What follows belongs to an exercise in optimizing a design on an open flow for small area, a short achievable clock period and few clock cycles per item; a production flow would make more cautious choices. The RTL was checked by simulation tests, not by an equivalence proof against the original design. Power figures rest on the tool's default switching activity, not on a simulated workload.

`flow/run.sh`:
```
#!/bin/bash
# synth_recipe.tcl (not shown) runs the flow's synth.tcl, then flattens the netlist and writes it again
# the make line also repeats each setting of config.mk as NAME=value (left out here)
make -C /OpenROAD-flow-scripts/flow DESIGN_CONFIG=/design/flow/config.mk WORK_HOME=/design/flow/orfs CLKGATE_MAP_FILE= SYNTH_SCRIPT=/design/flow/synth_recipe.tcl finish
```
`flow/config.mk`:
```
export PLATFORM = sky130hd
export DESIGN_NAME = exec_top
export DESIGN_NICKNAME = exec_top
export VERILOG_FILES = /design/flow/design.v
export SDC_FILE = /design/flow/constraint.sdc
export NUM_CORES = 4
export LEC_CHECK = 0
export CAP_MARGIN = 20
export CORE_MARGIN = 2
export CORE_UTILIZATION = 40
export SLEW_MARGIN = 20
```
`flow/constraint.sdc`:
```
create_clock -name core_clock -period 5.5 [get_ports {clk_i}]
set_input_delay 1.1000 -clock core_clock [delete_from_list [all_inputs] [get_ports {clk_i}]]
set_output_delay 1.1000 -clock core_clock [all_outputs]
set_load 0.01 [all_outputs]
```
`flow/design.v`:
```
`default_nettype none
package exec_pkg;
    typedef logic [32-1:0]      word_t;     
    typedef logic [2*32-1:0]    dword_t;    
    typedef logic [4-1:0] rob_tag_t;  
    typedef logic [2-1:0]      fu_sel_t;   
    typedef logic [3-1:0]      op_t;       
    localparam fu_sel_t FU_ALU = 2'd1;
    localparam fu_sel_t FU_MUL = 2'd2;
    localparam fu_sel_t FU_DIV = 2'd3;
    localparam op_t OP_ADD  = 3'd0;  
    localparam op_t OP_SUB  = 3'd1;
    localparam op_t OP_BEQ  = 3'd2;
    localparam op_t OP_BNE  = 3'd3;
    localparam op_t OP_BLT  = 3'd4;
    localparam op_t OP_BGE  = 3'd5;
    localparam op_t OP_MULH = 3'd1;  
    localparam op_t OP_REM  = 3'd1;  
    typedef enum logic [1:0] {IDLE, BUSY, DONE} seq_state_e;  
    typedef struct packed {rob_tag_t tag; fu_sel_t fu; op_t op; word_t vj; word_t vk;} issue_s;
    typedef struct packed {rob_tag_t tag; op_t op; word_t vj; word_t vk;} fu_req_s;
    typedef struct packed {rob_tag_t tag; word_t value; logic taken;} fu_res_s;
    typedef struct packed {
        logic     valid;
        rob_tag_t tag;
        word_t    value;
        logic     taken;  
    } cdb_s;
endpackage
`default_nettype wire
`default_nettype none
module fu_dispatch (
    input  logic             clk_i,
    input  logic             reset_i,
    input  logic             issue_valid_i,
    input  exec_pkg::issue_s issue_i,
    output logic             issue_ready_o,
    input  logic             alu_ready_i,
    input  logic             mul_ready_i,
    input  logic             div_ready_i,
    output logic             alu_valid_o,
    output logic             mul_valid_o,
    output logic             div_valid_o,
    output exec_pkg::fu_req_s req_o
);
    exec_pkg::issue_s issue_q;  
    logic             full_q;   
    logic             tgt_ready;  
    logic             move;       
    logic             accept;     
    always_comb begin
        case (issue_q.fu)
            exec_pkg::FU_ALU: tgt_ready = alu_ready_i;
            exec_pkg::FU_MUL: tgt_ready = mul_ready_i;
            exec_pkg::FU_DIV: tgt_ready = div_ready_i;
            default:          tgt_ready = 1'b0;  
        endcase
    end
    assign move          = full_q & tgt_ready;
    assign issue_ready_o = ~full_q | move;  
    assign accept        = issue_valid_i & issue_ready_o;
    always_ff @(posedge clk_i or posedge reset_i) begin
        if (reset_i) begin
            full_q <= 1'b0;
        end else if (accept) begin
            full_q <= 1'b1;  
        end else if (move) begin
            full_q <= 1'b0;
        end
    end
    always_ff @(posedge clk_i) begin
        if (accept) begin
            issue_q <= issue_i;  
        end
    end
    assign alu_valid_o = full_q & (issue_q.fu == exec_pkg::FU_ALU);
    assign mul_valid_o = full_q & (issue_q.fu == exec_pkg::FU_MUL);
    assign div_valid_o = full_q & (issue_q.fu == exec_pkg::FU_DIV);
    assign req_o.tag = issue_q.tag;  
    assign req_o.op  = issue_q.op;
    assign req_o.vj  = issue_q.vj;
    assign req_o.vk  = issue_q.vk;
endmodule
`default_nettype wire
`default_nettype none
module alu_unit (
    input  logic              clk_i,
    input  logic              reset_i,
    input  logic              req_valid_i,
    input  exec_pkg::fu_req_s req_i,
    output logic              ready_o,
    output logic              res_valid_o,
    output exec_pkg::fu_res_s res_o,
    input  logic              grant_i
);
    exec_pkg::fu_res_s res_q;    
    exec_pkg::fu_res_s res_nx;   
    logic              valid_q;  
    logic              eq;       
    logic              lt;       
    assign eq = (req_i.vj == req_i.vk);
    assign lt = ($signed(req_i.vj) < $signed(req_i.vk));
    always_comb begin
        res_nx.tag   = req_i.tag;
        res_nx.value = '0;  
        res_nx.taken = 1'b0;
        case (req_i.op)
            exec_pkg::OP_ADD: res_nx.value = req_i.vj + req_i.vk;  
            exec_pkg::OP_SUB: res_nx.value = req_i.vj - req_i.vk;
            exec_pkg::OP_BEQ: res_nx.taken = eq;
            exec_pkg::OP_BNE: res_nx.taken = ~eq;
            exec_pkg::OP_BLT: res_nx.taken = lt;
            exec_pkg::OP_BGE: res_nx.taken = ~lt;
            default:          res_nx.taken = 1'b0;
        endcase
    end
    always_ff @(posedge clk_i or posedge reset_i) begin
        if (reset_i) begin
            valid_q <= 1'b0;
        end else if (req_valid_i && ready_o) begin
            valid_q <= 1'b1;
        end else if (grant_i) begin
            valid_q <= 1'b0;  
        end
    end
    always_ff @(posedge clk_i) begin
        if (req_valid_i && ready_o) begin
            res_q <= res_nx;
        end
    end
    assign ready_o     = ~valid_q;  
    assign res_valid_o = valid_q;
    assign res_o       = res_q;
endmodule
`default_nettype wire
`default_nettype none
module booth_mult (
    input  logic              clk_i,
    input  logic              reset_i,
    input  logic              req_valid_i,
    input  exec_pkg::fu_req_s req_i,
    output logic              ready_o,
    output logic              res_valid_o,
    output exec_pkg::fu_res_s res_o,
    input  logic              grant_i
);
    exec_pkg::seq_state_e state_q;
    logic [5:0]           cnt_q;     
    logic [32:0]  acc_q;     
    logic [32:0]  mcand_q;   
    logic [32:0]  acc_nx;
    exec_pkg::word_t      mplr_q;    
    logic                 q_m1_q;    
    exec_pkg::rob_tag_t   tag_q;
    exec_pkg::op_t        op_q;
    exec_pkg::dword_t     prod;
    exec_pkg::fu_res_s    res_q;
    logic                 last;      
    always_comb begin
        case ({mplr_q[0], q_m1_q})
            2'b01:   acc_nx = acc_q + mcand_q;  
            2'b10:   acc_nx = acc_q - mcand_q;  
            default: acc_nx = acc_q;
        endcase
    end
    assign prod = {acc_q[32-1:0], mplr_q};
    assign last = (cnt_q == 6'(32));
    always_ff @(posedge clk_i or posedge reset_i) begin
        if (reset_i) begin
            state_q <= exec_pkg::IDLE;
            cnt_q   <= '0;
        end else begin
            case (state_q)
                exec_pkg::IDLE: if (req_valid_i) begin
                    state_q <= exec_pkg::BUSY;
                    cnt_q   <= '0;
                end
                exec_pkg::BUSY: if (last) state_q <= exec_pkg::DONE;
                    else cnt_q <= cnt_q + 6'd1;
                exec_pkg::DONE: if (grant_i) state_q <= exec_pkg::IDLE;
                default: state_q <= exec_pkg::IDLE;
            endcase
        end
    end
    always_ff @(posedge clk_i) begin
        if (state_q == exec_pkg::IDLE && req_valid_i) begin
            acc_q   <= '0;
            mcand_q <= {req_i.vj[32-1], req_i.vj};
            mplr_q  <= req_i.vk;
            q_m1_q  <= 1'b0;
            tag_q   <= req_i.tag;
            op_q    <= req_i.op;
        end else if (state_q == exec_pkg::BUSY && !last) begin
            acc_q  <= {acc_nx[32], acc_nx[32:1]};  
            mplr_q <= {acc_nx[0], mplr_q[32-1:1]};
            q_m1_q <= mplr_q[0];
        end else if (state_q == exec_pkg::BUSY) begin
            res_q.tag   <= tag_q;
            res_q.value <= (op_q == exec_pkg::OP_MULH) ? prod[2*32-1:32]
                                                       : prod[32-1:0];
            res_q.taken <= 1'b0;
        end
    end
    assign ready_o     = (state_q == exec_pkg::IDLE);
    assign res_valid_o = (state_q == exec_pkg::DONE);
    assign res_o       = res_q;
endmodule
`default_nettype wire
`default_nettype none
module nrd_div (
    input  logic              clk_i,
    input  logic              reset_i,
    input  logic              req_valid_i,
    input  exec_pkg::fu_req_s req_i,
    output logic              ready_o,
    output logic              res_valid_o,
    output exec_pkg::fu_res_s res_o,
    input  logic              grant_i
);
    exec_pkg::seq_state_e state_q;
    logic [5:0]           cnt_q;      
    logic [32:0]  rem_q;      
    logic [32:0]  dvs_q;      
    logic [32:0]  rem_sh;
    logic [32:0]  rem_nx;
    exec_pkg::word_t      quo_q;      
    exec_pkg::word_t      dvd_q;      
    logic                 dvd_neg_q;
    logic                 dvs_neg_q;
    exec_pkg::rob_tag_t   tag_q;
    exec_pkg::op_t        op_q;
    exec_pkg::word_t      quo_fix;    
    exec_pkg::word_t      rem_fix;
    exec_pkg::fu_res_s    res_q;
    logic                 iter;       
    logic                 last;       
    assign rem_sh = {rem_q[32-1:0], quo_q[32-1]};
    assign rem_nx = rem_q[32] ? rem_sh + dvs_q : rem_sh - dvs_q;  
    assign iter   = (state_q == exec_pkg::BUSY) && (cnt_q < 6'(32));
    assign last   = (cnt_q == 6'(32 + 1));
    always_comb begin
        quo_fix = (dvd_neg_q ^ dvs_neg_q) ? -quo_q : quo_q;
        rem_fix = dvd_neg_q ? -rem_q[32-1:0] : rem_q[32-1:0];  
        if (dvs_q == '0) begin
            quo_fix = '1;  
            rem_fix = dvd_q;
        end else if (dvs_neg_q && dvs_q == 1 && dvd_q == {1'b1, {(32-1){1'b0}}}) begin
            quo_fix = dvd_q;  
            rem_fix = '0;
        end
    end
    always_ff @(posedge clk_i or posedge reset_i) begin
        if (reset_i) begin
            state_q <= exec_pkg::IDLE;
            cnt_q   <= '0;
        end else begin
            case (state_q)
                exec_pkg::IDLE: if (req_valid_i) begin
                    state_q <= exec_pkg::BUSY;
                    cnt_q   <= '0;
                end
                exec_pkg::BUSY: if (last) state_q <= exec_pkg::DONE;
                    else cnt_q <= cnt_q + 6'd1;
                exec_pkg::DONE: if (grant_i) state_q <= exec_pkg::IDLE;
                default: state_q <= exec_pkg::IDLE;
            endcase
        end
    end
    always_ff @(posedge clk_i) begin
        if (state_q == exec_pkg::IDLE && req_valid_i) begin
            dvd_q     <= req_i.vj;
            dvd_neg_q <= req_i.vj[32-1];
            dvs_neg_q <= req_i.vk[32-1];
            quo_q     <= req_i.vj[32-1] ? -req_i.vj : req_i.vj;  
            dvs_q     <= {1'b0, req_i.vk[32-1] ? -req_i.vk : req_i.vk};
            rem_q     <= '0;
            tag_q     <= req_i.tag;
            op_q      <= req_i.op;
        end else if (iter) begin
            rem_q <= rem_nx;
            quo_q <= {quo_q[32-2:0], ~rem_nx[32]};
        end else if (state_q == exec_pkg::BUSY && !last) begin
            if (rem_q[32]) rem_q <= rem_q + dvs_q;  
        end else if (state_q == exec_pkg::BUSY) begin
            res_q.tag   <= tag_q;
            res_q.value <= (op_q == exec_pkg::OP_REM) ? rem_fix : quo_fix;
            res_q.taken <= 1'b0;
        end
    end
    assign ready_o     = (state_q == exec_pkg::IDLE);
    assign res_valid_o = (state_q == exec_pkg::DONE);
    assign res_o       = res_q;
endmodule
`default_nettype wire
`default_nettype none
module cdb_arbiter (
    input  logic              alu_valid_i,
    input  logic              mul_valid_i,
    input  logic              div_valid_i,
    input  exec_pkg::fu_res_s alu_res_i,
    input  exec_pkg::fu_res_s mul_res_i,
    input  exec_pkg::fu_res_s div_res_i,
    output logic              alu_grant_o,
    output logic              mul_grant_o,
    output logic              div_grant_o,
    output exec_pkg::cdb_s    cdb_o
);
    exec_pkg::fu_res_s sel_res;  
    always_comb begin
        alu_grant_o = 1'b0;
        mul_grant_o = 1'b0;
        div_grant_o = 1'b0;
        sel_res     = '0;
        if (alu_valid_i) begin
            alu_grant_o = 1'b1;  
            sel_res     = alu_res_i;
        end else if (mul_valid_i) begin
            mul_grant_o = 1'b1;
            sel_res     = mul_res_i;
        end else if (div_valid_i) begin
            div_grant_o = 1'b1;
            sel_res     = div_res_i;
        end
    end
    assign cdb_o.valid = alu_valid_i | mul_valid_i | div_valid_i;
    assign cdb_o.tag   = sel_res.tag;
    assign cdb_o.value = sel_res.value;
    assign cdb_o.taken = sel_res.taken;
endmodule
`default_nettype wire
`default_nettype none
module exec_core (
    input  logic             clk_i,
    input  logic             reset_i,
    input  logic             issue_valid_i,
    input  exec_pkg::issue_s issue_i,
    output logic             issue_ready_o,
    output exec_pkg::cdb_s   cdb_o
);
    exec_pkg::fu_req_s req;              
    exec_pkg::fu_res_s alu_res, mul_res, div_res;
    logic alu_req_v, mul_req_v, div_req_v;  
    logic alu_rdy, mul_rdy, div_rdy;
    logic alu_res_v, mul_res_v, div_res_v;
    logic alu_gnt, mul_gnt, div_gnt;     
    fu_dispatch dispatch_inst (
        .clk_i(clk_i), .reset_i(reset_i),
        .issue_valid_i(issue_valid_i), .issue_i(issue_i), .issue_ready_o(issue_ready_o),
        .alu_ready_i(alu_rdy), .mul_ready_i(mul_rdy), .div_ready_i(div_rdy),
        .alu_valid_o(alu_req_v), .mul_valid_o(mul_req_v), .div_valid_o(div_req_v),
        .req_o(req)
    );
    alu_unit alu_inst (
        .clk_i(clk_i), .reset_i(reset_i), .req_valid_i(alu_req_v), .req_i(req),
        .ready_o(alu_rdy), .res_valid_o(alu_res_v), .res_o(alu_res), .grant_i(alu_gnt)
    );
    booth_mult mul_inst (
        .clk_i(clk_i), .reset_i(reset_i), .req_valid_i(mul_req_v), .req_i(req),
        .ready_o(mul_rdy), .res_valid_o(mul_res_v), .res_o(mul_res), .grant_i(mul_gnt)
    );
    nrd_div div_inst (
        .clk_i(clk_i), .reset_i(reset_i), .req_valid_i(div_req_v), .req_i(req),
        .ready_o(div_rdy), .res_valid_o(div_res_v), .res_o(div_res), .grant_i(div_gnt)
    );
    cdb_arbiter arb_inst (
        .alu_valid_i(alu_res_v), .mul_valid_i(mul_res_v), .div_valid_i(div_res_v),
        .alu_res_i(alu_res), .mul_res_i(mul_res), .div_res_i(div_res),
        .alu_grant_o(alu_gnt), .mul_grant_o(mul_gnt), .div_grant_o(div_gnt),
        .cdb_o(cdb_o)
    );
endmodule
`default_nettype wire
`default_nettype none
module exec_top (
    input  logic        clk_i,
    input  logic        reset_i,
    input  logic        issue_valid_i,
    input  logic [3:0]  issue_tag_i,
    input  logic [1:0]  issue_fu_i,
    input  logic [2:0]  issue_op_i,
    input  logic [31:0] issue_vj_i,
    input  logic [31:0] issue_vk_i,
    output logic        issue_ready_o,
    output logic        cdb_valid_o,
    output logic [3:0]  cdb_tag_o,
    output logic [31:0] cdb_value_o,
    output logic        cdb_taken_o
);
    exec_pkg::issue_s issue;
    exec_pkg::cdb_s   cdb;
    assign issue.tag = issue_tag_i;
    assign issue.fu  = issue_fu_i;
    assign issue.op  = issue_op_i;
    assign issue.vj  = issue_vj_i;
    assign issue.vk  = issue_vk_i;
    exec_core core_inst (
        .clk_i(clk_i), .reset_i(reset_i),
        .issue_valid_i(issue_valid_i), .issue_i(issue), .issue_ready_o(issue_ready_o),
        .cdb_o(cdb)
    );
    assign cdb_valid_o = cdb.valid;
    assign cdb_tag_o   = cdb.tag;
    assign cdb_value_o = cdb.value;
    assign cdb_taken_o = cdb.taken;
endmodule
`default_nettype wire
```
==> flow_metrics.py <==
metrics = {
    "outcome": {
        "outcome": "no timing/DRC/antenna violations",
    },
    "placed_design": {
        "hpwl_um": 71100,
        "dp.cells": 4100,
        "place_area_mm2": 0.0315,
        "portBuffers": 114,
        "place_ws_ps": 850,
        "globalplace.congestion": 0.944,
    },
    "cts": {
        "cts_max_path_buffers": 3,
        "cts_max_level": 2,
        "clk_latency_ps": 620,
        "cts_buffers": 51,
        "cts_hold_buffers": 0,
        "cts_resized": 0,
        "clock-root-buffer": "clkbuf_16",
        "clock-sinks": 441,
        "clk_pin_slew_ps": 60,
        "post_cts_buffers": 0,
        "tritoncts": "done",
    },
    "critical_path": {
        "endpoint_kind": "flop",
        "cpMaxStageDelayCell": "or4b_2",
        "path_delay_family": "simple AND/OR/NAND/NOR gates",
        "required_ps": 6040,
        "rr_endpoint": "core_inst.mul_inst.acc_q[31]",
        "reg2regPathDepth": 15,
        "rr_startpoint": "core_inst.mul_inst.mcand_q[6]",
        "critPathMaxStageDelay_ps": 650,
        "crit_buf_inv": 0,
        "r2r_slack_ps": 790,
        "path_depth": 15,
        "crit_path_start_kind": "flop",
        "crit_chain": "nor2_1 -> or4b_2 -> nor3_1 -> and2_1 -> nor2_1 -> xnor2_1 -> ha_1 -> and3_1 -> a221oi_1 -> nor2b_1 -> o311a_1 -> o311ai_0 -> a21oi_1 -> o21bai_1 -> mux2i_1",
        "crit_top_cell": "nor2_1",
        "critical_path_arrival_ps": 5250,
        "critical_path_class": "reg -> reg",
        "worstPathMaxFanout": 5,
    },
    "power_and_ir_drop": {
        "power.leakage_uw": 0.0123,
        "vdd_ir_drop_max_v": 0.000257,
        "powerDensity_mw_per_mm2": 590,
    },
    "timing": {
        "period_minus_slack_ps": 4710,
        "max_freq_mhz": 212,
        "fin_crit_sh_pct": 85.6,
        "setup_violations": 0,
        "rsz0062_at_grt": "no",
        "worst_pin_slew_ps": 970,
        "fin_hold_ws_ps": 416,
        "finalClockSkew_ps": 35.7,
        "final-hold-violation-count": 0,
        "final.setup.tns_ps": 0,
        "maxSlewHeadroom_pct": 34.9,
        "fin_ws_ps": 789,
        "slew_viol_final": 0,
    },
    "detailed_routing": {
        "routed_wl_um": 93800,
        "wl_per_cell_um": 22.4,
        "drcViolationCount": 0,
        "detail_route.iter0.violations": 2497,
        "routed_via_density": 5.80,
        "drt-pass1-iter-count": 5,
        "via_count": 24300,
        "drtAntennaViolNets": 0,
    },
    "min_path": {
        "holdPathStages": 0,
        "hold_path.startpoint": "core_inst.mul_inst.tag_q[3]",
        "min_path_type": "reg -> reg",
        "hold_end": "core_inst.mul_inst.res_q[36]",
    },
    "final_layout": {
        "antennaDiodeCount": 0,
        "n_fill_cell": 6916,
        "final_nets": 3446,
        "final_cell_mix": "357 x edfxtp_1, 328 x o21ai_0, 278 x nand2_1, 245 x nor2_1, 243 x a21oi_1",
        "final_cell_count_no_fill": 4195,
        "layout_commonest_cell": "edfxtp_1",
        "postLayoutCellArea_mm2": 0.0333,
        "drive_gt1_share_pct": 6.33,
        "areaGrowthSynthToFinish_pct": 13.7,
    },
    "global_route": {
        "grt_overflow": 0,
        "grt_pass1_wl_um": 142000,
        "grt_util_all_layers_pct": 24.6,
        "grt_pass1_vias": 23300,
        "antenna_found_initial": 3,
        "grt_max_degree": 65,
    },
    "synth": {
        "synthArstFlopShare_pct": 4.08,
        "yosysWarnings": 5,
        "synthCells": 3130,
        "synth_nets": 3382,
        "synth_edf_count": 357,
        "yosysSeqAreaShare_pct": 42.6,
        "synthFlopType": "edfxtp_1",
        "synth_cell_types": 73,
        "netlist_area_mm2": 0.0293,
        "synth_seq_cells": 441,
        "syn_area_per_cell_um2": 9.36,
    },
    "floorplanning": {
        "die_area_mm2": 0.0754,
        "fp.coreArea_mm2": 0.0727,
        "die_h_um": 275,
        "row_count": 99,
        "die_w_um": 275,
        "initial_utilization_pct": 40.3,
        "ios": 115,
    },
    "job": {
        "drv_cap": 0,
    },
}
## Yosys cell counts (6+ instances only)
master       n  share of area (%)
o221ai_1    15               0.45
o21bai_1    22               0.56
dfxtp_1     66                4.5
a31oi_1     38               0.81
o22a_1       6               0.18
nand4_1     33               0.70
nand3b_1     8               0.20
a311oi_1     9               0.27
or3_1       22               0.47
xnor2_1    160                4.8
dfrtp_1     18                1.5
and3_1      19               0.41
nor2b_1     34               0.73
and2_1      12               0.26
inv_1      107                1.4
ha_1       171                7.3
nand2_1    278                3.6
clkbuf_1   142                1.8
a211o_1      9               0.27
mux2i_1     22               0.75
o21ai_0    328                5.6
and4_1       6               0.18
buf_1       12               0.15
a2111oi_0    7               0.21
o21a_1      23               0.59
or2_2       11               0.23
mux2_2      34                1.3
o31ai_1     42                1.1
a22oi_1     49                1.3
or4_1       24               0.61
nor4_1      36               0.77
xor2_1     128                3.8
a211oi_1    22               0.56
a21o_1      50                1.3
o211ai_1    26               0.67
nor3b_1      9               0.23
o22ai_1     15               0.32
o41ai_1     29               0.87
nor2_1     248                3.2
nor3_1      53               0.91
edfxtp_1   357                 37
nand3_1     85                1.5
a21oi_1    244                4.2
nand2b_1    30               0.64
## state kept, by name, summed over array words and instances (netlist names), 33 cells and up
register	count
core_inst.alu_inst.res_q	37
core_inst.dispatch_inst.issue_q	73
core_inst.mul_inst.res_q	36
core_inst.div_inst.res_q	36
core_inst.div_inst.rem_q	33
## metal layers
layer,GRT usage (%),vias to the layer above,part of all wire [%]
li1,-,11800,-
met1,35.1,11600,46
met2,39.2,869,45
met3,3.26,111,6.6
met4,6.64,0,2.5
met5,0,-,0
## worst register-to-register path, delay by kind of cell, from the launching register on
| family | cells | cell delay [ps] |
|---|---|---|
| AO/OA/AOI/OAI | 5 | 1420 |
| XOR/XNOR | 1 | 160 |
| adder cells (fa/ha/maj) | 1 | 350 |
| flip-flops | 1 | 430 |
| multiplexers | 1 | 190 |
| AND/OR/NAND/NOR | 7 | 2100 |
## cells by family (layout without fill, tap and decap cells)
group,count (synthesis),after routing,synth area share [%]
AO/OA/AOI/OAI,979,979,20.5
XOR/XNOR,288,288,8.61
adder cells (fa/ha/maj),176,176,7.64
buffers and inverters,264,370,3.38
flip-flops,441,441,42.6
multiplexers,56,56,2.06
AND/OR/NAND/NOR,926,926,15.1
## power breakdown
group / internal [uW] / switching [uW]
registers: 4720 / 1030
logic: 4240 / 6000
clock network: 2190 / 1470
## worst max path at each step
| stage | from | endpoint | slack (ps) |
|---|---|---|---|
| 6_report | core_inst.mul_inst.mcand_q[6] | core_inst.mul_inst.acc_q[31] | 790 |
| 5_1_grt | core_inst.mul_inst.mcand_q[4] | core_inst.mul_inst.acc_q[31] | 350 |
| 4_1_cts | core_inst.mul_inst.mcand_q[6] | core_inst.mul_inst.acc_q[31] | 830 |
| 3_5_place_dp | core_inst.mul_inst.mcand_q[6] | core_inst.mul_inst.acc_q[31] | 850 |
| 3_3_place_gp | core_inst.mul_inst.mcand_q[6] | core_inst.mul_inst.acc_q[31] | 780 |
| 2_1_floorplan | core_inst.mul_inst.mcand_q[6] | core_inst.mul_inst.acc_q[31] | 1320 |
## per-stage QoR
stage / utilization [%] / total power (uW)
global route: 45.8 / 21200
finish: 45.8 / 19600
detailed placement: 43.3 / 15800
CTS: 45.8 / 19600
global placement: 43.3 / 15900
floorplan: - / 13200
## layout make-up
cell class / instances / area [um2] / share of cell area [%]
Inverter: 110 / 415 / 1.25
Clock inverter: 29 / 388 / 1.16
Sequential cell: 441 / 12500 / 37.5
Tap cell: 959 / 1200 / 3.60
Multi-Input combinational cell: 2425 / 15900 / 47.7
Clock buffer: 66 / 1400 / 4.21
Timing Repair Buffer: 165 / 1520 / 4.58
Testbench counts, summed over its fixed seeds: cycles 23,958, items 3,200.

==> afterwards: timing with drivers on the ports <==
The results above use ideal ports. As a check the final layout listed here was re-extracted and re-timed, cells and wires unchanged. Step 1, drivers: a clkbuf_16 drives clk_i and a buf_2 each remaining input, both assumed. Step 2, shift: input delay + t, output delay - t, t = (earliest + latest rising clock arrival at the registers) / 2. This alone moves slack from input paths to output paths. a / b / c = ideal / step 1 / step 2; a / b = the first two.
shift t [ns]: 0.669
setup slack, ns: 0.789 / 0.789 / 0.789
latest minus earliest clock arrival (ns): 0.037 / 0.037
After both steps setup and hold are still met in this run. The setup slack of this run moves by 0.000 ns with the drivers and by 0.000 ns with both steps.
